Source: an optimization exercise on an open RTL-to-GDS flow (aim: small area, a short achievable clock period and few clock cycles per item). Production flows keep margins and buffers that such runs may drop.
At most, simulation tests tie the RTL to the original design; equivalence was not proved.
For runs 1 to 3, only the layout was checked, not whether the RTL still works.
No activity file was given, so power comes from the tool's default toggle rates.

==> flow/design.v <==
package proc_pkg;
    localparam int unsigned ADDR_W = 24;
    localparam int unsigned DATA_W = 8;
endpackage
module dmem_array (
    input  logic        clk,
    output logic [1:0]  ph,           
    input  logic [1:0]  bus_v,        
    input  logic [9:0]  bus_ring,     
    input  logic [15:0] bus_data,     
    input  logic [5:0]  raddr,        
    output logic [31:0] rquart        
);
    logic [2047:0] st;
    logic [1:0]    ph_q;
    always_ff @(posedge clk) begin
        ph_q <= ph_q + 2'd1;
    end
    assign ph = ph_q;
    for (genvar r = 0; r < 64; r++) begin : g_ring
        localparam int B = r % 2;
        logic inj;
        assign inj = bus_v[B] && (bus_ring[5*B +: 5] == 5'(r / 2));
        always_ff @(posedge clk) begin
            st[32*r +  8 +: 8] <= st[32*r      +: 8];
            st[32*r + 16 +: 8] <= st[32*r +  8 +: 8];
            st[32*r + 24 +: 8] <= st[32*r + 16 +: 8];
            st[32*r      +: 8] <= inj ? bus_data[8*B +: 8] : st[32*r + 24 +: 8];
        end
    end
    logic [1:0]   rpos;
    assign rpos = raddr[1:0] + ph_q;
    for (genvar q = 0; q < 4; q++) begin : g_quart
        logic [31:0] rring;
        assign rring = st[512*q + 32*raddr[5:2] +: 32];
        always_comb begin
            case (rpos)
                2'd0:    rquart[8*q +: 8] = rring[ 7: 0];
                2'd1:    rquart[8*q +: 8] = rring[15: 8];
                2'd2:    rquart[8*q +: 8] = rring[23:16];
                default: rquart[8*q +: 8] = rring[31:24];
            endcase
        end
    end
endmodule
module data_mem_ctrl #(
    parameter int unsigned NPEND = 10
) (
    input  logic        clk,
    input  logic        rst_n,
    input  logic [23:0] bus_addr_in,
    input  logic        bus_req,
    input  logic        bus_we,
    input  logic [7:0]  bus_wdata,
    output logic [7:0]  bus_rdata,
    output logic        bus_busy,
    output logic        bus_done,
    output logic        bus_err
);
    logic       busy_q;
    logic       done_q;
    logic       err_q;
    logic [7:0] rdata_q;
    logic       oor_c;
    logic       acc_c;
    logic       wr_c;
    logic [7:0] addr_c;
    assign oor_c  = |bus_addr_in[23:8];
    assign acc_c  = rst_n && bus_req && !busy_q;
    assign wr_c   = acc_c && bus_we && !oor_c;
    assign addr_c = bus_addr_in[7:0];
    logic [NPEND-1:0] pv;
    logic [7:0]       pa [NPEND];
    logic [7:0]       pd [NPEND];
    logic [1:0]       bv;
    logic [7:0]       ba [2];
    logic [7:0]       bd [2];
    logic [1:0]       ph;
    logic [NPEND-1:0] hit;       
    logic [NPEND-1:0] nxt;       
    logic [NPEND-1:0] sel0;      
    logic [NPEND-1:0] sel1;      
    logic [NPEND-1:0] mv;
    logic [NPEND-1:0] ins;       
    logic [NPEND-1:0] upd;       
    logic [NPEND-1:0] pv_d;
    logic [1:0]       bhit;      
    logic [1:0] nxt_k;
    always_ff @(posedge clk) begin
        nxt_k <= 2'd1 - ph;
    end
    for (genvar i = 0; i < NPEND; i++) begin : g_cmp
        assign hit[i] = pv[i] && (pa[i] == addr_c);
        assign nxt[i] = pv[i] && (pa[i][1:0] == nxt_k);
    end
    for (genvar b = 0; b < 2; b++) begin : g_bcmp
        assign bhit[b] = bv[b] && (ba[b] == addr_c);
    end
    always_comb begin
        logic f0, f1;
        sel0 = '0;
        sel1 = '0;
        f0   = 1'b0;
        f1   = 1'b0;
        for (int i = 0; i < NPEND; i++) begin
            if (nxt[i] && !pa[i][2] && !f0) begin
                sel0[i] = 1'b1;
                f0      = 1'b1;
            end
            if (nxt[i] && pa[i][2] && !f1) begin
                sel1[i] = 1'b1;
                f1      = 1'b1;
            end
        end
    end
    assign mv  = sel0 | sel1;
    assign upd = hit & {NPEND{wr_c}};
    always_comb begin
        logic fi;
        ins = '0;
        fi  = 1'b0;
        for (int i = 0; i < NPEND; i++) begin
            if (!pv[i] && !fi) begin
                ins[i] = wr_c && !(|upd);
                fi     = 1'b1;
            end
        end
    end
    assign pv_d = ins | (pv & ~mv) | upd;
    always_ff @(posedge clk) begin
        pv <= pv_d;
        for (int i = 0; i < NPEND; i++) begin
            if (ins[i]) pa[i] <= addr_c;
            if (ins[i] || upd[i]) pd[i] <= bus_wdata;
        end
    end
    always_ff @(posedge clk) begin
        logic [7:0] a0, a1, d0, d1;
        a0 = '0;
        a1 = '0;
        d0 = '0;
        d1 = '0;
        for (int i = 0; i < NPEND; i++) begin
            a0 = a0 | ({8{sel0[i]}} & pa[i]);
            a1 = a1 | ({8{sel1[i]}} & pa[i]);
            d0 = d0 | ({8{sel0[i]}} & pd[i]);
            d1 = d1 | ({8{sel1[i]}} & pd[i]);
        end
        bv    <= {|sel1, |sel0};
        ba[0] <= a0;
        ba[1] <= a1;
        bd[0] <= d0;
        bd[1] <= d1;
    end
    logic [7:0] fwd;
    always_comb begin
        fwd = '0;
        if (|hit) begin
            for (int i = 0; i < NPEND; i++) begin
                fwd = fwd | ({8{hit[i]}} & pd[i]);
            end
        end else begin
            fwd = ({8{bhit[0]}} & bd[0]) | ({8{bhit[1]}} & bd[1]);
        end
    end
    logic        s1_v;
    logic        s1_err;
    logic [1:0]  s1_quart;
    logic [31:0] s1_cand;
    logic        s1_hit;
    logic [7:0]  s1_fwd;
    logic [31:0] rquart;
    always_ff @(posedge clk) begin
        if (!rst_n) begin
            s1_v   <= 1'b0;
            done_q <= 1'b0;
        end else begin
            s1_v   <= acc_c;
            done_q <= s1_v;
        end
        busy_q   <= !rst_n || (&pv_d);
        s1_err   <= oor_c;
        s1_quart <= addr_c[7:6];
        s1_cand  <= rquart;
        s1_hit   <= (|hit) || (|bhit);
        s1_fwd   <= fwd;
        err_q    <= s1_err;
        rdata_q  <= s1_hit ? s1_fwd : s1_cand[8*s1_quart +: 8];
    end
    dmem_array u_array (
        .clk      (clk),
        .ph       (ph),
        .bus_v    (bv),
        .bus_ring ({ba[1][7:3], ba[0][7:3]}),
        .bus_data ({bd[1], bd[0]}),
        .raddr    (addr_c[5:0]),
        .rquart   (rquart)
    );
    assign bus_rdata = rdata_q;
    assign bus_busy  = busy_q;
    assign bus_done  = done_q;
    assign bus_err   = err_q;
endmodule
module data_mem_top (
    input  logic        clk,
    input  logic        rst_n,
    input  logic [23:0] addr_in,
    input  logic        req,
    input  logic        we,
    input  logic [7:0]  wdata,
    output logic [7:0]  rdata,
    output logic        busy,
    output logic        done,
    output logic        err
);
    data_mem_ctrl u_ctrl (
        .clk         (clk),
        .rst_n       (rst_n),
        .bus_addr_in (addr_in),
        .bus_req     (req),
        .bus_we      (we),
        .bus_wdata   (wdata),
        .bus_rdata   (rdata),
        .bus_busy    (busy),
        .bus_done    (done),
        .bus_err     (err)
    );
endmodule
==> flow/run.sh <==
#!/bin/bash
# synth_recipe.tcl (not shown) runs the flow's synth.tcl, then flattens the netlist and writes it again
# the make line also repeats each setting of config.mk as NAME=value (left out here)
make -C /OpenROAD-flow-scripts/flow DESIGN_CONFIG=/design/flow/config.mk WORK_HOME=/design/flow/orfs CLKGATE_MAP_FILE= SYNTH_SCRIPT=/design/flow/synth_recipe.tcl finish
==> flow/config.mk <==
export PLATFORM = sky130hd
export DESIGN_NAME = data_mem_top
export DESIGN_NICKNAME = data_mem_top
export VERILOG_FILES = /design/flow/design.v
export SDC_FILE = /design/flow/constraint.sdc
export NUM_CORES = 4
export LEC_CHECK = 0
export CAP_MARGIN = 20
export CORE_MARGIN = 2
export CORE_UTILIZATION = 60
export CTS_BUF_LIST = sky130_fd_sc_hd__clkbuf_8 sky130_fd_sc_hd__clkbuf_16
export CTS_CLUSTER_DIAMETER = 120
export CTS_CLUSTER_SIZE = 24
export SETUP_SLACK_MARGIN = 2.2
export SLEW_MARGIN = 20
==> flow/constraint.sdc <==
create_clock -name core_clock -period 4.5 [get_ports {clk}]
set_input_delay 0.9000 -clock core_clock [delete_from_list [all_inputs] [get_ports {clk}]]
set_output_delay 0.9000 -clock core_clock [all_outputs]
set_load 0.01 [all_outputs]
==> results.py, run 1 <==
metrics = {
    "outcome": {
        "outcome": "finished clean",
    },
    "power_and_ir_drop": {
        "peakVddDrop_mv": 0.3308,
        "power.density_nw_per_um2": 377.0,
        "leakagePower_uw": 0.03259,
        "total_power_uw": 32430,
    },
    "critical_path": {
        "critPathLaunchType": "flop",
        "critPathRequiredTime_ns": 5.17,
        "crit_fanout": 8,
        "critPathKind": "flop to flop",
        "worstPathArrival_ns": 3.39,
        "r2r_cells": 8,
        "end_kind": "flop",
    },
    "floorplan": {
        "die_y_um": 358.4,
        "start_util_pct": 60.24,
        "fp.dieW_um": 358.4,
        "rows": 130,
        "core_area_um2": 125100,
        "io_pins": 47,
        "die_area_um2": 128400,
    },
    "clock_tree": {
        "clock-root-buffer": "clkbuf_16",
        "tritoncts": "built",
        "numCtsBuffers": 106,
        "cts.clk_slew.worst_paths_ns": 0.11,
        "clockBufferDepth": 3,
        "htree_levels": 3,
        "numClockSinks": 2311,
        "clk_latency_ns": 0.76,
    },
    "sta": {
        "slew_viol_final": 0,
        "finalCritPeriodShare_pct": 60.66,
        "maxSlewHeadroom_pct": 21.02,
        "skew_ns": 0.02543,
        "hold_viol": 0,
        "fmax_mhz": 366.3,
        "finalSetupTns_ns": 0,
        "rsz0062_at_grt": "true",
        "min_period_ns": 2.730,
        "worstMarginPinSlew_ns": 1.185,
        "finalSetupViolCount": 0,
    },
    "logic_synthesis": {
        "yosysWarningCount": 6,
        "synthFlopType": "dfxtp_1",
        "syn_nets": 4580,
        "yosys.cell_types.count": 64,
        "synth_edf_count": 160,
        "synth_seq_cells": 2311,
        "synth_area_um2": 75350,
        "synthArstFlopShare_pct": 0,
        "yosysSeqAreaShare_pct": 63.52,
        "synth_cells": 4543,
        "syn_avg_cell_area_um2": 16.59,
    },
    "drt": {
        "drt-initial-drc-count": 4670,
        "via_per_inst": 6.350,
        "first_pass_iters": 7,
        "vias": 40770,
        "wl_per_cell_um": 30.88,
        "routed_wl_um": 198300,
        "final_antenna_net_count": 0,
        "drc": 0,
    },
    "grt": {
        "grt_usage_pct": 30.24,
        "antenna_found_initial": 8,
        "grt_overflow_total": 0,
        "grt_pass1_vias": 41170,
        "grt_max_degree": 85,
        "grt_pass1_wl_um": 280700,
    },
    "placed_design": {
        "io_buffers": 46,
        "dpl.hpwl_um": 119300,
        "routabilityCongestion": 0.9050,
    },
    "finish": {
        "drive_gt1_share_pct": 39.53,
        "layout.nets": 4788,
        "syn2layout_area_growth_pct": 14.16,
        "fillers": 8226,
    },
    "min_path": {
        "hp-class": "flop to flop",
        "min_path_cells": 0,
    },
    "job": {
        "maxCapViolations": 0,
    },
}
## worst paths after layout
kind | from | to | slack, ns
hold reg to reg | u_ctrl.s1_err$_DFF_P_ | u_ctrl.err_q$_DFF_P_ | 0.34
setup / recovery | u_ctrl.nxt_k[1]$_DFF_P_ | u_ctrl.busy_q$_DFF_P_ | 1.77
hold / removal | u_ctrl.s1_err$_DFF_P_ | u_ctrl.err_q$_DFF_P_ | 0.34
setup reg to reg | u_ctrl.nxt_k[1]$_DFF_P_ | u_ctrl.busy_q$_DFF_P_ | 1.77
## critical path, stage by stage (launching register included)
cell	delay, ns
dfxtp_4	0.41
buf_12	0.14
xor2_4	0.19
or4b_2	0.82
a22oi_1	0.27
nand2_1	0.09
o211ai_1	0.17
nand4_1	0.20
o41ai_2	0.32
## placed cells by master, fill, tap and decap left out, drive strengths merged, types with 6 or more instances in the layout
master | synthesis | layout
bufbuf | 0 | 10
clkdlybuf4s50 | 0 | 13
a222oi | 15 | 15
nand2 | 118 | 118
nand4 | 27 | 27
a31oi | 15 | 15
a221oi | 39 | 39
buf | 91 | 304
and3 | 9 | 10
a22o | 23 | 23
inv | 7 | 22
dlygate4sd2 | 0 | 10
edfxtp | 160 | 160
nor3b | 12 | 12
a221o | 30 | 30
nor3 | 40 | 40
nand3 | 38 | 38
dfxtp | 2151 | 2151
nor2b | 13 | 13
clkbuf | 189 | 135
or3 | 6 | 6
dlymetal6s2s | 0 | 13
nand4b | 8 | 8
a21oi | 20 | 20
o21ai | 18 | 18
a22oi | 64 | 64
nor4 | 26 | 26
mux4 | 676 | 676
nor2 | 52 | 52
xnor2 | 86 | 86
xor2 | 33 | 33
mux2 | 520 | 520
nand2b | 12 | 12
nor4b | 7 | 7
## cell usage after synthesis (20+ instances only)
| cell | number | area [um2] |
|---|---|---|
| nor2_1 | 52 | 195.2 |
| nand4_1 | 27 | 168.9 |
| mux4_2 | 676 | 15220 |
| xnor2_1 | 86 | 753.2 |
| a221o_1 | 30 | 300.3 |
| xor2_1 | 33 | 289.0 |
| buf_2 | 63 | 315.3 |
| a22o_1 | 23 | 201.4 |
| a21oi_1 | 20 | 100.1 |
| nor3_1 | 34 | 170.2 |
| clkbuf_1 | 188 | 705.7 |
| a221oi_1 | 39 | 341.6 |
| nand3_1 | 36 | 180.2 |
| a22oi_1 | 64 | 480.5 |
| mux2_2 | 520 | 5856 |
| nand2_1 | 118 | 442.9 |
| edfxtp_1 | 160 | 4805 |
| dfxtp_1 | 2151 | 43060 |
## state kept, by name, summed over array words and instances (netlist names), 2 cells and up
signal	cells
u_ctrl.pd	80
u_ctrl.pv	10
u_ctrl.pa	80
u_ctrl.nxt_k	2
u_ctrl.rdata_q	8
u_ctrl.s1_quart	2
u_ctrl.ba	16
u_ctrl.s1_cand	32
u_ctrl.s1_fwd	8
u_ctrl.u_array.st	2048
u_ctrl.bd	16
u_ctrl.bv	2
## metal layers
layer / GRT usage, % / vias up / share of wire (%)
met4: 7.707 / 0 / 2.6
met2: 47.47 / 1515 / 47
met1: 44.40 / 21380 / 44
li1: - / 17600 / -
met5: 0 / - / 0
met3: 4.802 / 284 / 6.5
## area by class of cell
| cell class | count | area (um2) | area share, % |
|---|---|---|---|
| clock inverters | 17 | 128.9 | 0.1498 |
| repair buffers | 379 | 5642 | 6.558 |
| diodes | 2 | 5.005 | 0.005818 |
| clock buffers | 109 | 2728 | 3.171 |
| inverters | 7 | 28.78 | 0.03345 |
| multi-input cells | 1946 | 27520 | 31.99 |
| well taps | 1650 | 2064 | 2.400 |
| flip-flops and latches | 2311 | 47910 | 55.69 |
## logic make-up after synthesis
| group | synth area share, % |
|---|---|
| AOI/OAI and AO/OA | 2.512 |
| xor gates and xnor gates | 1.383 |
| adders and majority gates | 0.01660 |
| buffers and inverters | 1.675 |
| DFF | 63.52 |
| muxes | 28.03 |
| other | 0.004977 |
| and+or+nand+nor | 2.856 |
## report_power, final
part	switching (uW)	leakage, uW	internal (uW)
clock network	6240	0.00144	4360
logic	569	0.0124	598
registers	9.86	0.0188	20700
## what timing repair did
action	CTS	global route
hold buffers	0	0
setup endpoints to repair	458	358
buffers inserted	88	40
endpoints found under the hold margin	0	0
pin swaps	50	38
gates resized for setup	305	114
cloned	46	29
## stage by stage
step	utilization (%)	hold slack, ns	std cells	area [um2]	worst slack [ns]
final	68.77	0.3386	6421	86020	1.770
after global routing	68.77	0.3430	6419	86020	1.741
after CTS	67.62	0.3311	6350	84580	1.857
after detailed placement	62.69	0.3154	6090	78410	0.5115
after global placement	62.69	0.3122	6090	78410	0.5887
after floorplan	-	0.3096	4543	76700	1.315
==> inputs of run 2 (changes only) <==
--- a/flow/design.v
+++ b/flow/design.v
@@ -178,7 +178,7 @@
             s1_v   <= acc_c;
             done_q <= s1_v;
         end
-        busy_q   <= !rst_n || (&pv_d);
+        busy_q   <= !rst_n || (&(pv | ins));
         s1_err   <= oor_c;
         s1_quart <= addr_c[7:6];
         s1_cand  <= rquart;
==> run 2 against run 1 <==
  * Sequential share of layout area fell by 0.32 points
  * Maximum frequency rose by 2.2%
  * Final area is 0.58% higher
  * Total power up 0.21%
  * Combinational power grew 3%
  * Clock-buffer cell count is the same
  * Clock skew is 0.0037 ns higher
==> results.py, run 2 <==
metrics = {
    "grt": {
        "antenna_found_initial": 7,
        "grt_overflow_total": 0,
        "grt_pass1_wl_um": 293700,
        "grt_usage_pct": 31.61,
        "grt_pass1_vias": 42690,
        "grt_max_degree": 71,
    },
    "finish": {
        "syn2layout_area_growth_pct": 14.66,
        "drive_gt1_share_pct": 38.79,
        "mostFrequentLayoutCell": "dfxtp_1",
        "largest_reg_flops": 2048,
        "layout.nets": 4889,
        "top_register": "u_ctrl.u_array.st",
        "fin_util_pct": 69.08,
        "top_regs": "u_ctrl.u_array.st: 2048 flops, u_ctrl.pa: 80 flops, u_ctrl.pd: 80 flops",
        "final_cell_mix": "dfxtp_1 (2120), mux4_2 (676), mux2_2 (520)",
    },
    "clock_tree": {
        "hold_buffers": 0,
        "clockBufferDepth": 3,
        "cts.clk_slew.worst_paths_ns": 0.10,
        "clock-root-buffer": "clkbuf_16",
        "numClockSinks": 2311,
        "numCtsBuffers": 106,
        "clk_latency_ns": 0.77,
        "htree_levels": 3,
        "tritoncts": "built",
    },
    "logic_synthesis": {
        "synth_cells": 4610,
        "synthArstFlopShare_pct": 0,
        "synthFlopType": "dfxtp_1",
        "synth-simple-area-share_pct": 3.270,
        "synth_top_area_share_pct": 57.07,
        "synthTopCellsByArea": "dfxtp_1 (57%), mux4_2 (20%), mux2_2 (7.8%)",
        "synth_top_family_by_area": "multiplexers",
        "syn_nets": 4647,
        "yosysSeqAreaShare_pct": 63.44,
        "yosys.cell_types.count": 64,
        "synth-compound-area-share_pct": 2.232,
        "synth_edf_count": 160,
        "synth_seq_cells": 2311,
        "synth_area_um2": 75450,
        "synthAdderAreaFrac_pct": 0.01658,
        "yosysWarningCount": 6,
        "synthMuxAreaShare_pct": 27.99,
        "synth_xor_area_share_pct": 1.393,
        "netlist_top_cells_count": "dfxtp_1 (2151), mux4_2 (676), mux2_2 (520)",
        "syn_avg_cell_area_um2": 16.37,
        "synth_top_area_cell": "dfxtp_1",
        "yosysMostFrequentCell": "dfxtp_1",
    },
    "power_and_ir_drop": {
        "leakagePower_uw": 0.03264,
        "power.density_nw_per_um2": 375.7,
        "peakVddDrop_mv": 0.4356,
    },
    "min_path": {
        "hp-class": "flop to flop",
    },
    "floorplan": {
        "die_y_um": 358.6,
        "fp.dieW_um": 358.6,
        "die_area_um2": 128600,
        "rows": 130,
        "core_area_um2": 125200,
        "io_pins": 47,
        "start_util_pct": 60.24,
    },
    "sta": {
        "finalSetupTns_ns": 0,
        "skew_ns": 0.02910,
        "min_period_ns": 2.672,
        "slew_viol_final": 0,
        "rsz0062_at_grt": "true",
        "hold_viol": 0,
        "worstMarginPinSlew_ns": 1.147,
        "fmax_mhz": 374.3,
        "finalCritPeriodShare_pct": 59.38,
        "finalSetupViolCount": 0,
        "maxSlewHeadroom_pct": 23.53,
    },
    "drt": {
        "final_antenna_net_count": 0,
        "drt-initial-drc-count": 4715,
        "first_pass_iters": 8,
        "routed_wl_um": 205400,
        "vias": 41870,
        "drc": 0,
        "via_per_inst": 6.421,
        "wl_per_cell_um": 31.49,
    },
    "critical_path": {
        "crit_fanout": 6,
        "end_kind": "flop",
        "critPathKind": "flop to flop",
        "critPathRequiredTime_ns": 5.15,
        "r2r_slack_ns": 1.83,
        "worstPathArrival_ns": 3.32,
        "critPathLaunchType": "flop",
    },
    "placed_design": {
        "routabilityCongestion": 0.9211,
        "dpl.hpwl_um": 119500,
        "io_buffers": 46,
    },
    "outcome": {
        "outcome": "finished clean",
    },
    "job": {
        "maxCapViolations": 0,
    },
}
==> run 2: cell count changes after synthesis, moves of 21 or more <==
cell	previous run	this run
nor2_1	52	73
buf_1	11	36
nand3_1	36	107
a32oi_1	0	30
a221oi_1	39	17
a31oi_1	15	37
a22oi_1	64	24
==> run 2: area by class of cell <==
| class | instances | area [um2] |
|---|---|---|
| Antenna cell | 1 | 2.502 |
| Clock buffer | 109 | 2728 |
| Clock inverter | 17 | 118.9 |
| Fill cell | 8374 | 38730 |
| Inverter | 4 | 15.01 |
| Multi-Input combinational cell | 2008 | 27410 |
| Sequential cell | 2311 | 47910 |
| Tap cell | 1650 | 2064 |
| Timing Repair Buffer | 421 | 6271 |
==> run 2: worst paths after layout <==
path,startpoint,end,cells past startpoint
worst min register to register,u_ctrl.u_array.st[579]$_DFF_P_,u_ctrl.u_array.st[587]$_DFF_P_,0
worst min-delay path,u_ctrl.u_array.st[579]$_DFF_P_,u_ctrl.u_array.st[587]$_DFF_P_,0
worst max-delay path,u_ctrl.pa[2][0]$_DFFE_PP_,u_ctrl.ba[1][4]$_DFF_P_,8
worst max register to register,u_ctrl.pa[2][0]$_DFFE_PP_,u_ctrl.ba[1][4]$_DFF_P_,8
==> run 2: kinds of logic (layout without fill, tap and decap cells) <==
kind of cell,count (synthesis),after routing
DFF,2311,2311
muxes,1200,1200
xor gates and xnor gates,120,120
and+or+nand+nor,468,469
other,1,2
AOI/OAI and AO/OA,217,217
buffers and inverters,292,551
adders and majority gates,1,1
==> run 2: what timing repair did <==
item                                    4_1_cts  5_1_grt
endpoints found under the setup margin      607      269
endpoints found under the hold margin         0        0
cloned                                       76       21
resized for setup                           321       66
buffers inserted                            125       34
pin swaps                                    80       40
==> run 2: where the power goes <==
group          switching [uW]  internal [uW]  leakage (uW)
Combinational             587            625        0.0124
Clock                    6260           4360       0.00144
Sequential               8.57          20700        0.0188
==> run 2: per-stage QoR <==
| stage | hold WS, ns | instances | setup WS [ns] | instance area, um2 | total power [uW] |
|---|---|---|---|---|---|
| after floorplan | 0.3096 | 4610 | 1.350 | 76550 | 21790 |
| after global routing | 0.3416 | 6521 | 1.737 | 86520 | 33370 |
| final | 0.3297 | 6521 | 1.828 | 86520 | 32500 |
| after detailed placement | 0.3143 | 6138 | 0.4202 | 78320 | 21920 |
| after global placement | 0.3173 | 6137 | 0.4816 | 78300 | 21920 |
| after CTS | 0.3255 | 6465 | 1.888 | 85470 | 32550 |
==> run 2: metal layers <==
metal	vias to the layer above	track usage [%]	routed length (um)
met5	-	0	0
met4	0	9.133	6780
met3	407	4.127	13430
met2	1780	50.37	96540
met1	21820	45.89	88610
li1	17870	-	-
==> run 2: critical path, cell delays in order, from the launching register on <==
cell and delay (ns):
edfxtp_1 0.46, xor2_2 0.22, nor4bb_4 0.41, nand4b_1 0.28
nor3b_4 0.10, buf_6 0.14, a222oi_1 0.41, nand3_1 0.23
a221o_1 0.32
==> inputs of run 3 (changes only) <==
--- a/flow/design.v
+++ b/flow/design.v
@@ -44,7 +44,7 @@
     end
 endmodule
 module data_mem_ctrl #(
-    parameter int unsigned NPEND = 10
+    parameter int unsigned NPEND = 11
 ) (
     input  logic        clk,
     input  logic        rst_n,
@@ -87,7 +87,7 @@
     logic [1:0]       bhit;      
     logic [1:0] nxt_k;
     always_ff @(posedge clk) begin
-        nxt_k <= 2'd1 - ph;
+        nxt_k <= 2'd0 - ph;
     end
     for (genvar i = 0; i < NPEND; i++) begin : g_cmp
         assign hit[i] = pv[i] && (pa[i] == addr_c);
@@ -96,6 +96,8 @@
     for (genvar b = 0; b < 2; b++) begin : g_bcmp
         assign bhit[b] = bv[b] && (ba[b] == addr_c);
     end
+    logic [NPEND-1:0] sel0_q;
+    logic [NPEND-1:0] sel1_q;
     always_comb begin
         logic f0, f1;
         sel0 = '0;
@@ -113,7 +115,11 @@
             end
         end
     end
-    assign mv  = sel0 | sel1;
+    always_ff @(posedge clk) begin
+        sel0_q <= sel0;
+        sel1_q <= sel1;
+    end
+    assign mv  = sel0_q | sel1_q;
     assign upd = hit & {NPEND{wr_c}};
     always_comb begin
         logic fi;
@@ -141,12 +147,12 @@
         d0 = '0;
         d1 = '0;
         for (int i = 0; i < NPEND; i++) begin
-            a0 = a0 | ({8{sel0[i]}} & pa[i]);
-            a1 = a1 | ({8{sel1[i]}} & pa[i]);
-            d0 = d0 | ({8{sel0[i]}} & pd[i]);
-            d1 = d1 | ({8{sel1[i]}} & pd[i]);
-        end
-        bv    <= {|sel1, |sel0};
+            a0 = a0 | ({8{sel0_q[i]}} & pa[i]);
+            a1 = a1 | ({8{sel1_q[i]}} & pa[i]);
+            d0 = d0 | ({8{sel0_q[i]}} & pd[i]);
+            d1 = d1 | ({8{sel1_q[i]}} & pd[i]);
+        end
+        bv    <= {|sel1_q, |sel0_q};
         ba[0] <= a0;
         ba[1] <= a1;
         bd[0] <= d0;
==> run 3 against run 2 <==
  * Final area is 0.68% higher
  * Critical path type is now input pin to flop
  * Global-route usage is 0.29 points lower
  * Sequential share of layout area is 0.72 points higher
  * Die area is 1.4% higher
  * Clock power hardly changed
==> results.py, run 3 <==
metrics = {
    "logic_synthesis": {
        "synth_seq_cells": 2350,
        "synth_cells": 4612,
        "yosysSeqAreaShare_pct": 63.77,
        "synth_top_area_share_pct": 56.87,
        "netlist_top_cells_count": "dfxtp_1 (2174), mux4_2 (666), mux2_2 (520)",
        "yosys.cell_types.count": 56,
        "yosysWarningCount": 6,
        "synthTopCellsByArea": "dfxtp_1 (57%), mux4_2 (20%), mux2_2 (7.7%)",
        "synth_top_area_cell": "dfxtp_1",
        "synthFlopType": "dfxtp_1",
        "synthArstFlopShare_pct": 0,
        "syn_avg_cell_area_um2": 16.59,
        "syn_nets": 4649,
        "synth_edf_count": 176,
        "yosysMostFrequentCell": "dfxtp_1",
        "synth_area_um2": 76530,
    },
    "finish": {
        "multi_input_area_um2": 27270,
        "seq_area_um2": 48860,
        "top_regs": "u_ctrl.u_array.st: 2048 flops, u_ctrl.pa: 88 flops, u_ctrl.pd: 88 flops",
        "syn2layout_area_growth_pct": 13.81,
        "fin_util_pct": 68.57,
        "drive_gt1_share_pct": 38.46,
        "largest_reg_flops": 2048,
        "mostFrequentLayoutCell": "dfxtp_1",
        "final_cell_mix": "dfxtp_1 (2138), mux4_2 (666), mux2_2 (520)",
        "layout.nets": 4852,
        "top_register": "u_ctrl.u_array.st",
        "fillers": 8468,
    },
    "clock_tree": {
        "tritoncts": "built",
        "hold_buffers": 0,
        "numCtsBuffers": 107,
        "clockBufferDepth": 3,
        "clock-root-buffer": "clkbuf_16",
        "cts.clk_slew.worst_paths_ns": 0.09,
        "clk_latency_ns": 0.76,
        "htree_levels": 3,
        "numClockSinks": 2350,
    },
    "drt": {
        "final_antenna_net_count": 0,
        "drt-initial-drc-count": 5023,
        "routed_wl_um": 205900,
        "vias": 42110,
        "via_per_inst": 6.477,
        "first_pass_iters": 12,
        "wl_per_cell_um": 31.67,
        "drc": 0,
    },
    "grt": {
        "grt_pass1_vias": 43270,
        "grt_usage_pct": 31.32,
        "grt_overflow_total": 0,
        "grt_pass1_wl_um": 296100,
        "antenna_found_initial": 11,
        "grt_max_degree": 92,
    },
    "min_path": {
        "worstHoldEndpoint": "u_ctrl.u_array.st[881]$_DFF_P_",
        "min_path_cells": 0,
        "hp-class": "flop to flop",
        "min-delay-start": "u_ctrl.u_array.st[873]$_DFF_P_",
    },
    "floorplan": {
        "die_area_um2": 130400,
        "core_area_um2": 127000,
        "die_y_um": 361.2,
        "start_util_pct": 60.25,
        "rows": 131,
        "io_pins": 47,
        "fp.dieW_um": 361.2,
    },
    "critical_path": {
        "r2r_start": "u_ctrl.pa[8][3]$_DFFE_PP_",
        "end_kind": "flop",
        "r2r_slack_ns": 1.91,
        "worstPathArrival_ns": 3.24,
        "critPathKind": "input pin to flop",
        "max_stage_delay_ns": 0.49,
        "critPathLaunchType": "input pin",
        "crit_fanout": 7,
        "critPathRequiredTime_ns": 5.11,
        "r2r_cells": 10,
        "timing.rr.end": "u_ctrl.pd[4][0]$_DFFE_PP_",
        "cpMaxStageDelayCell": "mux4_2",
        "crit_path_cell_trace": "buf_16 -> buf_6 -> buf_12 -> buf_16 -> buf_12 -> buf_12 -> buf_16 -> mux4_2 -> mux4_2 -> mux4_2",
    },
    "sta": {
        "holdWs_ns": 0.3366,
        "hold_viol": 0,
        "skew_ns": 0.03026,
        "rsz0062_at_grt": "true",
        "maxSlewHeadroom_pct": 5.431,
        "finalSetupTns_ns": 0,
        "worstMarginPinSlew_ns": 1.417,
        "fmax_mhz": 379.7,
        "slew_viol_final": 0,
        "min_period_ns": 2.634,
        "finalSetupViolCount": 0,
        "finalCritPeriodShare_pct": 58.53,
    },
    "power_and_ir_drop": {
        "peakVddDrop_mv": 0.3459,
        "power.density_nw_per_um2": 379.1,
        "leakagePower_uw": 0.03267,
    },
    "job": {
        "maxCapViolations": 0,
    },
    "placed_design": {
        "io_buffers": 46,
        "dpl.hpwl_um": 121200,
        "routabilityCongestion": 0.8931,
    },
    "outcome": {
        "outcome": "finished clean",
    },
}
## run 3: area by class of cell
| class | count | share of cell area (%) |
|---|---|---|
| clock inverter | 18 | 0.1207 |
| antenna | 3 | 0.008619 |
| multi-input combinational | 1943 | 31.31 |
| tap | 1662 | 2.387 |
| inverter | 15 | 0.06895 |
| clock buffer | 112 | 3.205 |
| timing repair buffer | 398 | 6.804 |
| sequential | 2350 | 56.09 |
## run 3: cell families (layout without fill, tap and decap cells)
family                     after synthesis  after routing  share of synthesized area, %
other                                    0              3                             0
muxes                                 1200           1200                         27.43
DFF                                   2350           2350                         63.77
AOI/OAI and AO/OA                      277            278                         3.000
buffers and inverters                  320            543                         1.888
and+or+nand+nor                        334            334                         2.400
adders and majority gates                2              2                       0.03106
xor gates and xnor gates               129            129                         1.476
## run 3: worst max-delay path: cells and delay by family
| kind | cells | cell delay, ns |
|---|---|---|
| buffers and inverters | 7 | 0.91 |
| multiplexers | 3 | 1.40 |
## run 3: worst max path at each step
stage	startpoint	to	slack, ns	depth (start not counted)
after floorplan	addr_in[2]	u_ctrl.s1_cand[10]$_DFF_P_	1.53	7
after global placement	addr_in[6]	u_ctrl.pd[8][5]$_DFFE_PP_	0.58	10
after detailed placement	addr_in[6]	u_ctrl.pd[8][4]$_DFFE_PP_	0.56	11
after CTS	u_ctrl.pa[5][5]$_DFFE_PP_	u_ctrl.pd[4][3]$_DFFE_PP_	1.84	10
after global routing	u_ctrl.pa[8][3]$_DFFE_PP_	u_ctrl.pd[2][1]$_DFFE_PP_	1.82	11
final	addr_in[2]	u_ctrl.s1_cand[26]$_DFF_P_	1.87	10
## run 3: repair_timing
action / 4_1_cts / 5_1_grt
cloned: 62 / 8
endpoints found under the setup margin: 572 / 363
buffers inserted: 130 / 36
pin swaps: 53 / 37
resized for setup: 277 / 74
## run 3: metrics by stage
| step | instance area [um2] | power (uW) | worst slack, ns | instances |
|---|---|---|---|---|
| after floorplan | 77630 | 22190 | 1.527 | 4612 |
| after global placement | 79300 | 22330 | 0.5787 | 6131 |
| after detailed placement | 79300 | 22340 | 0.5594 | 6131 |
| after CTS | 86220 | 33130 | 1.843 | 6453 |
| after global routing | 87100 | 33990 | 1.823 | 6498 |
| final | 87100 | 33020 | 1.866 | 6501 |
## run 3: routing by layer
metal	vias up	part of all wire [%]	GRT usage, %	routed length (um)
li1	17890	-	-	-
met1	21840	43	45.20	88950
met2	1943	46	48.82	94700
met3	443	7.8	6.115	15980
met4	0	3.0	8.705	6239
met5	-	0	0	0
## run 3: power by group
| group | switching [uW] | internal (uW) | leakage, uW | total (uW) |
|---|---|---|---|---|
| Combinational | 577 | 629 | 0.0121 | 1210 |
| Clock | 6330 | 4450 | 0.00148 | 10800 |
| Sequential | 13.2 | 21000 | 0.0191 | 21000 |
==> inputs of run 4 (changes only) <==
--- a/flow/design.v
+++ b/flow/design.v
@@ -127,17 +127,19 @@
         fi  = 1'b0;
         for (int i = 0; i < NPEND; i++) begin
             if (!pv[i] && !fi) begin
-                ins[i] = wr_c && !(|upd);
+                ins[i] = wr_c;
                 fi     = 1'b1;
             end
         end
     end
-    assign pv_d = ins | (pv & ~mv) | upd;
+    assign pv_d = ins | (pv & ~mv & ~upd);
     always_ff @(posedge clk) begin
         pv <= pv_d;
         for (int i = 0; i < NPEND; i++) begin
-            if (ins[i]) pa[i] <= addr_c;
-            if (ins[i] || upd[i]) pd[i] <= bus_wdata;
+            if (ins[i]) begin
+                pa[i] <= addr_c;
+                pd[i] <= bus_wdata;
+            end
         end
     end
     always_ff @(posedge clk) begin
==> run 4 against run 3 <==
  * Global-route usage barely moved
  * Core utilization down 0.96 points
  * Setup slack improved by 0.20 ns
  * First-iteration DRC count decreased by 2.1%
  * Cell count fell by 1.6%
  * Clock skew grew 0.011 ns
  * Sequential share of layout area increased by 1.2 points
  * Area after synthesis shrank 0.14%
  * Maximum frequency increased by 8.2%
  * Clock power about the same
  * Still clean
==> results.py, run 4 <==
metrics = {
    "drt": {
        "final_antenna_net_count": 0,
        "drc": 0,
        "first_pass_iters": 7,
        "wl_per_cell_um": 32.19,
        "via_per_inst": 6.432,
        "drt-initial-drc-count": 4919,
        "vias": 41170,
        "routed_wl_um": 206000,
    },
    "critical_path": {
        "r2r_cells": 6,
        "critPathRequiredTime_ns": 5.09,
        "timing.rr.end": "u_ctrl.s1_fwd[1]$_DFF_P_",
        "crit_fanout": 12,
        "startpoint": "addr_in[0]",
        "r2r_start": "u_ctrl.pa[10][0]$_DFFE_PP_",
        "worstPathArrival_ns": 3.03,
        "r2r_slack_ns": 2.08,
        "critPathKind": "input pin to flop",
        "critPathLaunchType": "input pin",
        "end_kind": "flop",
    },
    "sta": {
        "rsz0062_at_grt": "true",
        "slew_viol_final": 0,
        "finalCritPeriodShare_pct": 54.09,
        "fmax_mhz": 410.8,
        "worst_slack_ns": 2.066,
        "maxSlewHeadroom_pct": 13.06,
        "finalSetupTns_ns": 0,
        "hold_viol": 0,
        "worstMarginPinSlew_ns": 1.302,
        "finalSetupViolCount": 0,
        "skew_ns": 0.04085,
        "min_period_ns": 2.434,
    },
    "clock_tree": {
        "clock-root-buffer": "clkbuf_16",
        "tritoncts": "built",
        "clockBufferDepth": 3,
        "clk_latency_ns": 0.77,
        "numCtsBuffers": 107,
        "cts.clk_slew.worst_paths_ns": 0.10,
        "numClockSinks": 2350,
        "htree_levels": 3,
    },
    "logic_synthesis": {
        "synth_area_um2": 76430,
        "synth_seq_cells": 2350,
        "synthFlopType": "dfxtp_1",
        "yosysMostFrequentCell": "dfxtp_1",
        "synth_top_area_share_pct": 56.94,
        "synthTopCellsByArea": "dfxtp_1 (57%), mux4_2 (20%), mux2_2 (7.7%)",
        "yosysWarningCount": 6,
        "syn_nets": 4648,
        "yosysSeqAreaShare_pct": 63.86,
        "synthArstFlopShare_pct": 0,
        "synth_edf_count": 176,
        "syn_avg_cell_area_um2": 16.58,
        "synth_cells": 4611,
        "netlist_top_cells_count": "dfxtp_1 (2174), mux4_2 (671), mux2_2 (521)",
        "synth_top_area_cell": "dfxtp_1",
        "yosys.cell_types.count": 55,
    },
    "grt": {
        "grt_overflow_total": 0,
        "grt_pass1_vias": 42710,
        "antenna_found_initial": 4,
        "grt_max_degree": 57,
        "grt_usage_pct": 31.29,
        "grt_pass1_wl_um": 294700,
    },
    "power_and_ir_drop": {
        "power.density_nw_per_um2": 385.8,
        "leakagePower_uw": 0.03191,
        "peakVddDrop_mv": 0.3784,
    },
    "min_path": {
        "min-delay-start": "u_ctrl.s1_err$_DFF_P_",
        "hp-class": "flop to flop",
        "worstHoldEndpoint": "u_ctrl.err_q$_DFF_P_",
        "min_path_cells": 0,
    },
    "placed_design": {
        "io_buffers": 46,
        "dpl.hpwl_um": 121100,
        "dp.cells": 6122,
        "routabilityCongestion": 0.8993,
        "pre_cts_ws_ns": 0.7187,
    },
    "job": {
        "maxCapViolations": 0,
    },
    "floorplan": {
        "io_pins": 47,
        "fp.dieW_um": 360.9,
        "die_y_um": 360.9,
        "core_area_um2": 126100,
        "rows": 130,
        "die_area_um2": 130300,
        "start_util_pct": 60.63,
    },
    "finish": {
        "final_cell_mix": "dfxtp_1 (2140), mux4_2 (671), mux2_2 (520)",
        "multi_input_area_um2": 26800,
        "syn2layout_area_growth_pct": 11.52,
        "largest_reg_flops": 2048,
        "final_cells": 6400,
        "mostFrequentLayoutCell": "dfxtp_1",
        "seq_area_um2": 48860,
        "drive_gt1_share_pct": 36.64,
        "top_regs": "u_ctrl.u_array.st: 2048 flops, u_ctrl.pa: 88 flops, u_ctrl.pd: 88 flops",
        "layout.nets": 4766,
        "fillers": 8579,
        "top_register": "u_ctrl.u_array.st",
    },
    "outcome": {
        "outcome": "finished clean",
    },
}
-- run 4: cell type report --
class / count / share of cell area [%]
inverter: 10 / 0.04404
clock buffer: 111 / 3.246
multi-input combinational: 1945 / 31.45
antenna: 1 / 0.002936
clock inverter: 18 / 0.1248
sequential: 2350 / 57.33
timing repair buffer: 315 / 5.385
tap: 1650 / 2.422
-- run 4: cells by family after synthesis --
group / Yosys count / synth area share (%)
flops: 2350 / 63.86
mux: 1203 / 27.59
simple gates: 359 / 2.513
buf+inv: 316 / 1.786
compound gates: 252 / 2.740
xor+xnor: 129 / 1.478
fa+ha+maj: 2 / 0.02947
-- run 4: per-layer routing --
metal  track usage (%)  wire (um)  part of all wire [%]  up-vias
met5                 0          0                     0        -
met4             9.074       6584                   3.2        0
met3             5.750      14410                   7.0      397
met2             49.10      94900                    46     1714
met1             44.98      90140                    44    21380
li1                  -          -                     -    17680
-- run 4: worst max path at each step --
stage               slack, ns                      endpoint  cells past startpoint
floorplan                1.43    u_ctrl.pa[10][0]$_DFFE_PP_                      6
global placement         0.74    u_ctrl.s1_cand[14]$_DFF_P_                      7
detailed placement       0.72      u_ctrl.s1_fwd[2]$_DFF_P_                      9
CTS                      1.83  u_ctrl.u_array.st[4]$_DFF_P_                      4
global route             2.08     u_ctrl.s1_cand[5]$_DFF_P_                      7
finish                   2.07      u_ctrl.s1_fwd[1]$_DFF_P_                      8
-- run 4: per-stage QoR --
stage                     hold WS [ns]  cell area, um2  utilization, %  power (uW)
after floorplan                 0.3096           77310               -       22160
after CTS                       0.3391           84500           67.04       32970
after global routing            0.3431           85230           67.61       33810
final                           0.3354           85230           67.61       32880
after global placement          0.3232           79110           62.76       22310
after detailed placement        0.3236           79110           62.76       22320
-- run 4: where the power goes --
part           leakage (uW)  internal [uW]  switching [uW]
logic                0.0113            557             553
clock network       0.00146           4410            6330
registers            0.0191          21000            11.4
-- run 4: critical path, stage by stage --
cell	delay (ns)
clkdlybuf4s15_1	0.24
buf_12	0.19
xor2_1	0.20
nor4_1	0.09
and3_1	0.21
buf_4	0.20
a222oi_1	0.84
a31oi_1	0.15
-- run 4: what timing repair did --
item                                    4_1_cts  5_1_grt
gates cloned                                 44       15
hold buffers                                  0        0
gates resized for setup                     258       77
buffers inserted                             66       23
endpoints found under the setup margin      587      262
pin swaps                                    22       11
hold endpoints to repair                      0        0
Testbench counts of run 4, summed over its fixed seeds: cycles 4,816, items 4,800.
==> inputs of run 5 (changes only) <==
--- a/flow/config.mk
+++ b/flow/config.mk
@@ -11,5 +11,5 @@
 export CTS_BUF_LIST = sky130_fd_sc_hd__clkbuf_8 sky130_fd_sc_hd__clkbuf_16
 export CTS_CLUSTER_DIAMETER = 120
 export CTS_CLUSTER_SIZE = 24
-export SETUP_SLACK_MARGIN = 2.2
+export SETUP_SLACK_MARGIN = 2.35
 export SLEW_MARGIN = 20
==> run 5 against run 4 <==
  * Global-route usage increased by 0.42 points
  * Clock-buffer cell count is 1 higher
  * Maximum frequency grew 3.4%
  * Highest routed layer is now met5
  * Total power is 0.33% higher
  * Worst hold slack got worse by 0.0039 ns
  * Sequential power barely moved
  * Clock skew down 0.0082 ns
  * Cell count is 0.98% higher
==> results.py, run 5 <==
metrics = {
    "outcome": {
        "outcome": "finished clean",
    },
    "logic_synthesis": {
        "synthTopCellsByArea": "dfxtp_1 (57%), mux4_2 (20%), mux2_2 (7.7%)",
        "synthArstFlopShare_pct": 0,
        "synth_area_um2": 76430,
        "yosysSeqAreaShare_pct": 63.86,
        "syn_avg_cell_area_um2": 16.58,
        "yosys.cell_types.count": 55,
        "synth_seq_cells": 2350,
        "synth_top_area_share_pct": 56.94,
        "synthFlopType": "dfxtp_1",
        "synth_cells": 4611,
        "syn_nets": 4648,
        "netlist_top_cells_count": "dfxtp_1 (2174), mux4_2 (671), mux2_2 (521)",
        "yosysMostFrequentCell": "dfxtp_1",
        "yosysWarningCount": 6,
        "synth_top_area_cell": "dfxtp_1",
        "synth_edf_count": 176,
    },
    "min_path": {
        "min_path_cells": 0,
        "min-delay-start": "u_ctrl.u_array.st[608]$_DFF_P_",
        "worstHoldEndpoint": "u_ctrl.u_array.st[616]$_DFF_P_",
        "hp-class": "flop to flop",
    },
    "finish": {
        "fillers": 8493,
        "largest_reg_flops": 2048,
        "final_cell_mix": "dfxtp_1 (2135), mux4_2 (671), mux2_2 (520)",
        "fin_util_pct": 68.43,
        "layout.nets": 4828,
        "mostFrequentLayoutCell": "dfxtp_1",
        "syn2layout_area_growth_pct": 12.87,
        "top_register": "u_ctrl.u_array.st",
        "top_regs": "u_ctrl.u_array.st: 2048 flops, u_ctrl.pa: 88 flops, u_ctrl.pd: 88 flops",
        "drive_gt1_share_pct": 38.31,
    },
    "placed_design": {
        "routabilityCongestion": 0.9295,
        "io_buffers": 46,
        "pre_cts_ws_ns": 0.6872,
        "dpl.hpwl_um": 123000,
    },
    "grt": {
        "grt_overflow_total": 0,
        "grt_usage_pct": 31.71,
        "grt_max_degree": 59,
        "antenna_found_initial": 8,
        "grt_pass1_wl_um": 298400,
        "grt_pass1_vias": 43040,
    },
    "critical_path": {
        "critPathKind": "input pin to flop",
        "r2r_slack_ns": 2.19,
        "end_kind": "flop",
        "critPathRequiredTime_ns": 5.14,
        "r2r_cells": 6,
        "timing.rr.end": "u_ctrl.pa[10][6]$_DFFE_PP_",
        "worstPathArrival_ns": 2.99,
        "r2r_start": "u_ctrl.pv[3]$_DFF_P_",
        "crit_fanout": 7,
        "critPathLaunchType": "input pin",
    },
    "power_and_ir_drop": {
        "peakVddDrop_mv": 0.3981,
        "leakagePower_uw": 0.03241,
        "switching_share_pct": 21.00,
        "seqPwrFrac_pct": 63.8,
        "total_power_uw": 32990,
        "pwr-share-comb_pct": 3.6,
        "clkPwrFrac_pct": 32.7,
        "power.internal_uw": 26060,
        "switchingPower_uw": 6929,
        "power.density_nw_per_um2": 382.4,
    },
    "drt": {
        "vias": 41900,
        "routed_wl_um": 208900,
        "wl_per_cell_um": 32.32,
        "via_per_inst": 6.483,
        "first_pass_iters": 12,
        "drc": 0,
        "final_antenna_net_count": 0,
        "drt-initial-drc-count": 5025,
    },
    "sta": {
        "slew_viol_final": 0,
        "worstMarginPinSlew_ns": 1.431,
        "rsz0062_at_grt": "true",
        "min_period_ns": 2.355,
        "skew_ns": 0.03268,
        "finalSetupViolCount": 0,
        "finalSetupTns_ns": 0,
        "finalCritPeriodShare_pct": 52.32,
        "hold_viol": 0,
        "worst_slack_ns": 2.145,
        "fmax_mhz": 424.7,
        "maxSlewHeadroom_pct": 4.496,
    },
    "clock_tree": {
        "clockBufferDepth": 3,
        "htree_levels": 3,
        "numCtsBuffers": 107,
        "cts.clk_slew.worst_paths_ns": 0.09,
        "numClockSinks": 2350,
        "clk_latency_ns": 0.77,
        "tritoncts": "built",
        "clock-root-buffer": "clkbuf_16",
    },
    "floorplan": {
        "fp.dieW_um": 360.9,
        "die_y_um": 360.9,
        "die_area_um2": 130300,
        "io_pins": 47,
        "start_util_pct": 60.63,
        "core_area_um2": 126100,
        "rows": 130,
    },
    "job": {
        "maxCapViolations": 0,
    },
}
==> run 5: kinds of logic after synthesis <==
logic type / share of synthesized area, %
xor gates and xnor gates: 1.478
and+or+nand+nor: 2.513
adders and majority gates: 0.02947
buffers and inverters: 1.786
DFF: 63.86
AOI/OAI and AO/OA: 2.740
muxes: 27.59
==> run 5: final cells by class <==
cell class                 count  area [um2]  area share, %
antenna                        2       5.005       0.005801
clock inverter                17       107.6         0.1247
multi-input combinational   1945       27050          31.35
tap                         1650        2064          2.393
clock buffer                 112        2791          3.236
timing repair buffer         377        5335          6.184
inverter                      10       37.54        0.04351
sequential                  2350       48880          56.66
==> run 5: worst max path at each step <==
stage | startpoint | end | slack [ns] | cells after the start
finish | addr_in[2] | u_ctrl.s1_cand[31]$_DFF_P_ | 2.15 | 7
global route | addr_in[2] | u_ctrl.s1_cand[31]$_DFF_P_ | 2.17 | 7
CTS | u_ctrl.ba[0][7]$_DFF_P_ | u_ctrl.u_array.st[1542]$_DFF_P_ | 2.16 | 3
detailed placement | addr_in[1] | u_ctrl.s1_fwd[0]$_DFF_P_ | 0.69 | 10
global placement | addr_in[1] | u_ctrl.s1_fwd[0]$_DFF_P_ | 0.70 | 10
floorplan | addr_in[10] | u_ctrl.pa[10][0]$_DFFE_PP_ | 1.43 | 6
==> run 5: per-stage QoR <==
step	area (um2)	hold slack, ns	std cells
final	86270	0.3316	6463
after global routing	86260	0.3435	6461
after CTS	85200	0.3306	6410
after detailed placement	79440	0.3282	6153
after global placement	79440	0.3272	6153
after floorplan	77320	0.3096	4611
==> run 5: what timing repair did <==
item / 4_1_cts / 5_1_grt
setup endpoints to repair: 643 / 313
buffers inserted: 81 / 35
pin swaps: 17 / 28
gates resized for setup: 353 / 103
gates cloned: 47 / 15
hold buffers: 0 / 0
==> run 5: power groups by stage <==
stage	Combinational [uW]	Clock (uW)	Sequential, uW
CTS	1120	10900	21000
floorplan	642	0	21500
global route	1230	11600	21000
finish	1170	10800	21000
detailed placement	831	0	21500
global placement	828	0	21500
==> run 5: routing by layer <==
layer  routed length (um)  global-route usage (%)
met1                89520                   46.32
met2                95650                   49.16
met3                16850                   5.404
met4                 6816                   9.427
met5                   43                       0
==> run 5: worst max-delay path, stage by stage <==
cell	delay, ns
buf_16	0.14
buf_12	0.12
buf_12	0.16
clkbuf_16	0.17
mux4_2	0.50
mux4_2	0.47
mux4_2	0.51
==> inputs of run 6 (changes only) <==
--- a/flow/config.mk
+++ b/flow/config.mk
@@ -11,5 +11,5 @@
 export CTS_BUF_LIST = sky130_fd_sc_hd__clkbuf_8 sky130_fd_sc_hd__clkbuf_16
 export CTS_CLUSTER_DIAMETER = 120
 export CTS_CLUSTER_SIZE = 24
-export SETUP_SLACK_MARGIN = 2.35
+export SETUP_SLACK_MARGIN = 2.45
 export SLEW_MARGIN = 20
==> run 6 against run 5 <==
  * Sequential power is essentially flat
  * Final area increased by 0.96%
  * Flip-flop and latch count is the same
  * Global-route usage down 0.074 points
  * Critical path depth is 1 higher
  * Core utilization is 0.66 points higher
  * Cell count grew 0.46%
  * Synthesized cell count unchanged
  * Critical path type unchanged
==> results.py, run 6 <==
metrics = {
    "outcome": {
        "outcome": "finished clean",
    },
    "sta": {
        "finalSetupTns_ns": 0,
        "maxSlewHeadroom_pct": 9.804,
        "worstMarginPinSlew_ns": 1.351,
        "rsz0062_at_grt": "true",
        "hold_viol": 0,
        "slew_viol_final": 0,
        "holdWs_ns": 0.3385,
        "min_period_ns": 2.500,
        "skew_ns": 0.04133,
        "fmax_mhz": 400.1,
        "finalSetupViolCount": 0,
        "finalCritPeriodShare_pct": 55.55,
    },
    "logic_synthesis": {
        "yosys.cell_types.count": 55,
        "yosysWarningCount": 6,
        "netlist_top_cells_count": "dfxtp_1 (2174), mux4_2 (671), mux2_2 (521)",
        "syn_nets": 4648,
        "synth_cells": 4611,
        "synth_seq_cells": 2350,
        "synth_edf_count": 176,
        "yosysMostFrequentCell": "dfxtp_1",
        "yosysSeqAreaShare_pct": 63.86,
        "syn_avg_cell_area_um2": 16.58,
        "synthFlopType": "dfxtp_1",
        "synth_top_area_share_pct": 56.94,
        "synthArstFlopShare_pct": 0,
        "synthTopCellsByArea": "dfxtp_1 (57%), mux4_2 (20%), mux2_2 (7.7%)",
        "synth_area_um2": 76430,
        "synth_top_area_cell": "dfxtp_1",
    },
    "drt": {
        "drt-initial-drc-count": 4925,
        "drc": 0,
        "vias": 41800,
        "via_per_inst": 6.438,
        "routed_wl_um": 209600,
        "first_pass_iters": 9,
        "final_antenna_net_count": 0,
        "wl_per_cell_um": 32.28,
    },
    "clock_tree": {
        "numClockSinks": 2350,
        "cts.clk_slew.worst_paths_ns": 0.10,
        "clock-root-buffer": "clkbuf_16",
        "tritoncts": "built",
        "numCtsBuffers": 107,
        "clockBufferDepth": 3,
        "hold_buffers": 0,
        "htree_levels": 3,
        "clk_latency_ns": 0.77,
    },
    "grt": {
        "use_met2_pct": 49.03,
        "grt_overflow_total": 0,
        "antenna_found_initial": 8,
        "grt_usage_pct": 31.64,
        "grtUsageMet3_pct": 5.784,
        "grt_pass1_wl_um": 298000,
        "grt_pass1_vias": 42900,
        "grt_busiest_layer": "met2",
        "use_met1_pct": 45.29,
        "grt_max_degree": 52,
    },
    "power_and_ir_drop": {
        "pwr-share-comb_pct": 3.8,
        "switchingPower_uw": 6964,
        "peakVddDrop_mv": 0.3368,
        "power.internal_uw": 26080,
        "seqPwrFrac_pct": 63.6,
        "switching_share_pct": 21.07,
        "power.density_nw_per_um2": 379.4,
        "clkPwrFrac_pct": 32.6,
        "leakagePower_uw": 0.03288,
    },
    "critical_path": {
        "path_delay_family": "multiplexers",
        "crit_fanout": 8,
        "critPathLaunchType": "input pin",
        "cp_num_buf_inv": 5,
        "r2r_cells": 9,
        "cpMaxStageDelayCell": "mux4_2",
        "end_kind": "flop",
        "crit_path_cell_trace": "buf_16 -> buf_16 -> buf_12 -> buf_12 -> buf_16 -> mux4_2 -> mux4_2 -> mux4_2",
        "critPathKind": "input pin to flop",
        "worstPathArrival_ns": 3.12,
        "max_stage_delay_ns": 0.51,
        "r2r_start": "u_ctrl.pa[6][2]$_DFFE_PP_",
        "critPathRequiredTime_ns": 5.12,
        "r2r_slack_ns": 2.29,
        "timing.rr.end": "u_ctrl.s1_fwd[2]$_DFF_P_",
    },
    "job": {
        "maxCapViolations": 0,
    },
    "min_path": {
        "min_path_cells": 0,
        "worstHoldEndpoint": "u_ctrl.u_array.st[1471]$_DFF_P_",
        "hp-class": "flop to flop",
        "min-delay-start": "u_ctrl.u_array.st[1463]$_DFF_P_",
    },
    "floorplan": {
        "start_util_pct": 60.63,
        "core_area_um2": 126100,
        "rows": 130,
        "io_pins": 47,
        "die_y_um": 360.9,
        "die_area_um2": 130300,
        "fp.dieW_um": 360.9,
    },
    "finish": {
        "top_regs": "u_ctrl.u_array.st: 2048 flops, u_ctrl.pa: 88 flops, u_ctrl.pd: 88 flops",
        "seq_area_um2": 48900,
        "multi_input_area_um2": 27190,
        "top_register": "u_ctrl.u_array.st",
        "layout.nets": 4858,
        "drive_gt1_share_pct": 39.10,
        "largest_reg_flops": 2048,
        "fillers": 8356,
        "final_cells": 6493,
        "mostFrequentLayoutCell": "dfxtp_1",
        "syn2layout_area_growth_pct": 13.96,
        "fin_util_pct": 69.09,
        "final_cell_mix": "dfxtp_1 (2125), mux4_2 (671), mux2_2 (520)",
    },
    "placed_design": {
        "dp.cells": 6132,
        "routabilityCongestion": 0.8861,
        "dpl.hpwl_um": 120500,
        "io_buffers": 46,
    },
}
[run 6: worst register-to-register path, stage by stage (launching register included)]
cell and delay, ns:
edfxtp_1 0.56, xnor2_4 0.22, nand3_2 0.11, nor3_4 0.05, buf_6 0.13, buf_8 0.14, a2111oi_4 0.27, and3_1 0.22
nand2_2 0.10, mux2_4 0.28
[run 6: per-stage QoR]
stage	worst slack (ns)	area (um2)	power (uW)
after global placement	0.6172	79340	22350
after floorplan	1.434	77350	22160
after detailed placement	0.5287	79340	22350
after CTS	2.060	85860	33100
final	2.000	87100	33050
after global routing	2.019	87100	33960
[run 6: worst max-delay path by stage]
stage / to / cells after the start / start
finish: u_ctrl.s1_cand[3]$_DFF_P_ / 8 / addr_in[2]
global route: u_ctrl.s1_cand[13]$_DFF_P_ / 9 / addr_in[2]
CTS: u_ctrl.s1_cand[29]$_DFF_P_ / 7 / addr_in[2]
detailed placement: u_ctrl.s1_fwd[2]$_DFF_P_ / 8 / addr_in[0]
global placement: u_ctrl.s1_fwd[2]$_DFF_P_ / 8 / addr_in[0]
floorplan: u_ctrl.pa[10][0]$_DFFE_PP_ / 6 / addr_in[10]
[run 6: cell type report]
type / instances / area share, %
Clock inverter: 19 / 0.1264
Timing Repair Buffer: 407 / 6.930
Multi-Input combinational cell: 1945 / 31.21
Tap cell: 1650 / 2.370
Inverter: 10 / 0.04310
Sequential cell: 2350 / 56.14
Antenna cell: 1 / 0.002873
Clock buffer: 111 / 3.176
[run 6: power groups by stage]
stage	registers (uW)	clock network [uW]	logic, uW
global route	21000	11600	1300
CTS	21000	10900	1180
floorplan	21500	0	642
global placement	21500	0	822
detailed placement	21500	0	824
finish	21000	10800	1240
[run 6: repair_timing]
| action | 4_1_cts | 5_1_grt |
|---|---|---|
| buffers inserted | 114 | 45 |
| setup endpoints to repair | 760 | 458 |
| pin swaps | 44 | 29 |
| cloned | 53 | 18 |
| gates resized for setup | 390 | 105 |
[run 6: cells by family (layout without fill, tap and decap cells)]
| family | Yosys count | in the layout | synth area share (%) |
|---|---|---|---|
| adders and majority gates | 2 | 2 | 0.02947 |
| buffers and inverters | 316 | 547 | 1.786 |
| AOI/OAI and AO/OA | 252 | 252 | 2.740 |
| muxes | 1203 | 1203 | 27.59 |
| xor gates and xnor gates | 129 | 129 | 1.478 |
| DFF | 2350 | 2350 | 63.86 |
| other | 0 | 1 | 0 |
| and+or+nand+nor | 359 | 359 | 2.513 |
[run 6: metal layers]
| metal | vias to the layer above | share of wire (%) |
|---|---|---|
| met4 | 4 | 3.8 |
| met5 | - | 0.010 |
| met1 | 21670 | 42 |
| met2 | 1858 | 46 |
| met3 | 418 | 7.6 |
| li1 | 17860 | - |
==> inputs of run 7 (changes only) <==
--- a/flow/config.mk
+++ b/flow/config.mk
@@ -7,9 +7,9 @@
 export LEC_CHECK = 0
 export CAP_MARGIN = 20
 export CORE_MARGIN = 2
-export CORE_UTILIZATION = 60
+export CORE_UTILIZATION = 65
 export CTS_BUF_LIST = sky130_fd_sc_hd__clkbuf_8 sky130_fd_sc_hd__clkbuf_16
 export CTS_CLUSTER_DIAMETER = 120
 export CTS_CLUSTER_SIZE = 24
-export SETUP_SLACK_MARGIN = 2.45
+export SETUP_SLACK_MARGIN = 2.25
 export SLEW_MARGIN = 20
==> run 7 against run 6 <==
  * Flip-flop and latch count is the same
  * Highest routed layer is now met4
  * Clock skew down 0.00076 ns
  * Core utilization rose by 5.0 points
  * Critical path depth grew 5
  * Non-clock buffer count down 32
  * Still clean
  * Sequential share of layout area up 0.51 points
  * Largest cell class unchanged
  * Clock power about the same
  * Worst hold slack got worse by 0.0064 ns
  * Sequential power hardly changed
  * Critical path type unchanged
  * Total power is 0.15% lower
  * Setup slack got worse by 0.10 ns
  * Global-route usage rose by 2.0 points
==> results.py, run 7 <==
metrics = {
    "min_path": {
        "hp-class": "flop to flop",
    },
    "floorplan": {
        "core_area_um2": 116400,
        "io_pins": 47,
        "rows": 125,
        "fp.dieW_um": 346.9,
        "die_area_um2": 120300,
        "die_y_um": 346.9,
        "start_util_pct": 65.68,
    },
    "sta": {
        "rsz0062_at_grt": "true",
        "min_period_ns": 2.600,
        "worstMarginPinSlew_ns": 1.329,
        "finalSetupTns_ns": 0,
        "finalCritPeriodShare_pct": 57.79,
        "fmax_mhz": 384.6,
        "maxSlewHeadroom_pct": 11.31,
        "holdWs_ns": 0.3321,
        "slew_viol_final": 0,
        "finalSetupViolCount": 0,
        "hold_viol": 0,
        "skew_ns": 0.04057,
    },
    "finish": {
        "top_register": "u_ctrl.u_array.st",
        "syn2layout_area_growth_pct": 12.87,
        "drive_gt1_share_pct": 38.05,
        "fillers": 7140,
        "largest_reg_flops": 2048,
        "layout.nets": 4826,
        "fin_area_um2": 86260,
        "final_cells": 6336,
        "top_regs": "u_ctrl.u_array.st: 2048 flops, u_ctrl.pa: 88 flops, u_ctrl.pd: 88 flops",
        "multi_input_area_um2": 26960,
        "final_cell_mix": "dfxtp_1 (2136), mux4_2 (671), mux2_2 (520)",
        "mostFrequentLayoutCell": "dfxtp_1",
        "seq_area_um2": 48870,
    },
    "logic_synthesis": {
        "synth_cells": 4611,
        "yosys.cell_types.count": 55,
        "yosysSeqAreaShare_pct": 63.86,
        "yosysMostFrequentCell": "dfxtp_1",
        "synth_top_area_share_pct": 56.94,
        "syn_nets": 4648,
        "synthTopCellsByArea": "dfxtp_1 (57%), mux4_2 (20%), mux2_2 (7.7%)",
        "yosysWarningCount": 6,
        "synth_top_area_cell": "dfxtp_1",
        "syn_avg_cell_area_um2": 16.58,
        "synthArstFlopShare_pct": 0,
        "synth_edf_count": 176,
        "synthFlopType": "dfxtp_1",
        "synth_area_um2": 76430,
        "synth_seq_cells": 2350,
        "netlist_top_cells_count": "dfxtp_1 (2174), mux4_2 (671), mux2_2 (521)",
    },
    "power_and_ir_drop": {
        "switchingPower_uw": 6894,
        "peakVddDrop_mv": 0.3321,
        "leakagePower_uw": 0.03246,
        "power.density_nw_per_um2": 382.5,
        "pwr-share-comb_pct": 3.7,
        "power.internal_uw": 26100,
        "switching_share_pct": 20.89,
        "clkPwrFrac_pct": 32.6,
        "seqPwrFrac_pct": 63.7,
    },
    "grt": {
        "grt_usage_pct": 33.64,
        "grt_pass1_vias": 43000,
        "antenna_found_initial": 5,
        "grt_pass1_wl_um": 292500,
        "grt_overflow_total": 0,
        "grt_max_degree": 75,
    },
    "critical_path": {
        "critPathRequiredTime_ns": 5.13,
        "critPathLaunchType": "input pin",
        "end_kind": "flop",
        "critPathKind": "input pin to flop",
        "cpMaxStageDelayCell": "or2_4",
        "max_stage_delay_ns": 0.30,
        "worstPathArrival_ns": 3.23,
        "crit_path_cell_trace": "buf_16 -> buf_16 -> buf_4 -> buf_6 -> buf_12 -> buf_12 -> xor2_2 -> nor3_2 -> and3_4 -> nor4_4 -> nand2_2 -> or2_4 -> or3_1",
        "crit_fanout": 7,
    },
    "job": {
        "maxCapViolations": 0,
    },
    "drt": {
        "routed_wl_um": 203300,
        "final_antenna_net_count": 0,
        "drc": 0,
        "vias": 42310,
        "first_pass_iters": 8,
        "drt-initial-drc-count": 5419,
        "wl_per_cell_um": 32.09,
        "via_per_inst": 6.678,
    },
    "clock_tree": {
        "tritoncts": "built",
        "cts.clk_slew.worst_paths_ns": 0.09,
        "clock-root-buffer": "clkbuf_16",
        "hold_buffers": 0,
        "htree_levels": 3,
        "clk_latency_ns": 0.76,
        "numCtsBuffers": 107,
        "clockBufferDepth": 3,
        "numClockSinks": 2350,
    },
    "placed_design": {
        "dp.cells": 6007,
        "dpl.hpwl_um": 118800,
        "placed_area_um2": 79170,
        "io_buffers": 46,
        "routabilityCongestion": 0.9441,
    },
    "outcome": {
        "outcome": "finished clean",
    },
}
-- run 7: kinds of logic after synthesis --
group,after synthesis,synth area share (%)
fa+ha+maj,2,0.02947
flops,2350,63.86
xor+xnor,129,1.478
buf+inv,316,1.786
simple gates,359,2.513
mux,1203,27.59
compound gates,252,2.740
-- run 7: path summary, 6_finish.rpt --
kind / startpoint / to / slack (ns) / cells past startpoint
max reg2reg: u_ctrl.pv[7]$_DFF_P_ / u_ctrl.pd[10][1]$_DFFE_PP_ / 2.16 / 6
max: addr_in[2] / u_ctrl.s1_hit$_DFF_P_ / 1.90 / 13
min reg2reg: u_ctrl.u_array.st[1910]$_DFF_P_ / u_ctrl.u_array.st[1918]$_DFF_P_ / 0.33 / 0
min: u_ctrl.u_array.st[1910]$_DFF_P_ / u_ctrl.u_array.st[1918]$_DFF_P_ / 0.33 / 0
-- run 7: per-layer routing --
layer,up-vias,wire [um],global-route usage (%)
li1,17800,-,-
met1,21910,87110,49.86
met2,2125,90960,50.54
met3,475,17190,6.461
met4,0,8038,10.97
met5,-,0,0.1601
-- run 7: through the flow --
step	power, uW	setup WS [ns]	utilization (%)
floorplan	22160	1.434	-
global placement	22340	0.5716	68.03
detailed placement	22340	0.5392	68.04
CTS	33030	1.976	73.51
global route	33870	1.875	74.13
finish	33000	1.900	74.13
-- run 7: timing repair --
item	4_1_cts	5_1_grt
buffers inserted	103	29
setup endpoints to repair	603	256
resized for setup	312	81
pin swaps	24	19
gates cloned	57	8
endpoints found under the hold margin	0	0
-- run 7: worst max-delay path, delay by kind of cell --
kind	cells	cell delay (ns)
xor gates and xnor gates	1	0.18
and+or+nand+nor	6	1.29
buffers and inverters	6	0.84
-- run 7: power groups by stage --
stage	Sequential, uW	Combinational [uW]	Clock, uW
global route	21000	1270	11600
finish	21000	1210	10700
detailed placement	21500	820	0
global placement	21500	817	0
floorplan	21500	642	0
CTS	21000	1180	10800
-- run 7: area by class of cell --
type	count	share of cell area, %
clock inverter	18	0.1291
clock buffer	112	3.236
timing repair buffer	375	6.478
multi-input combinational	1945	31.25
tap	1524	2.210
sequential	2350	56.65
inverter	10	0.04351
antenna	2	0.005802

-- separate check: timing with driven ports --
No port has a modelled driver above. Below, the same layouts with a new extraction and two added sets of constraints.
Step 1 assumes that a clkbuf_16 drives the clock port and a buf_2 every other input.
Step 2 times the ports against the registers' clock, not the clock port: input delays grow and output delays shrink by t, the midpoint of the rising clock arrivals with the driver on.
Slacks: ideal ports / drivers / drivers and shift; pairs: ideal ports / drivers.
run | t, ns | setup WS [ns] | hold WS [ns] | slew at the worst register clock pin (ns)
run 1 | 0.821 | 1.770 / 1.738 / 0.917 | 0.339 / 0.339 / 0.339 | 0.11 / 0.11
run 2 | 0.826 | 1.828 / 1.807 / 0.982 | 0.330 / 0.330 / 0.330 | 0.10 / 0.10
run 3 | 0.822 | 1.866 / 1.778 / 0.956 | 0.337 / 0.337 / 0.337 | 0.11 / 0.11
run 4 | 0.835 | 2.066 / 1.900 / 1.065 | 0.335 / 0.321 / 0.335 | 0.11 / 0.11
run 5 | 0.830 | 2.145 / 1.824 / 0.995 | 0.332 / 0.332 / 0.332 | 0.10 / 0.10
run 6 | 0.828 | 2.000 / 1.865 / 1.037 | 0.339 / 0.339 / 0.339 | 0.11 / 0.11
run 7 | 0.816 | 1.900 / 1.829 / 1.013 | 0.332 / 0.332 / 0.332 | 0.12 / 0.12
After both steps setup and hold are still met in every run listed. For run 5, which loses most, drivers alone change the setup slack by -0.321 ns; drivers and shift together by -1.150 ns.
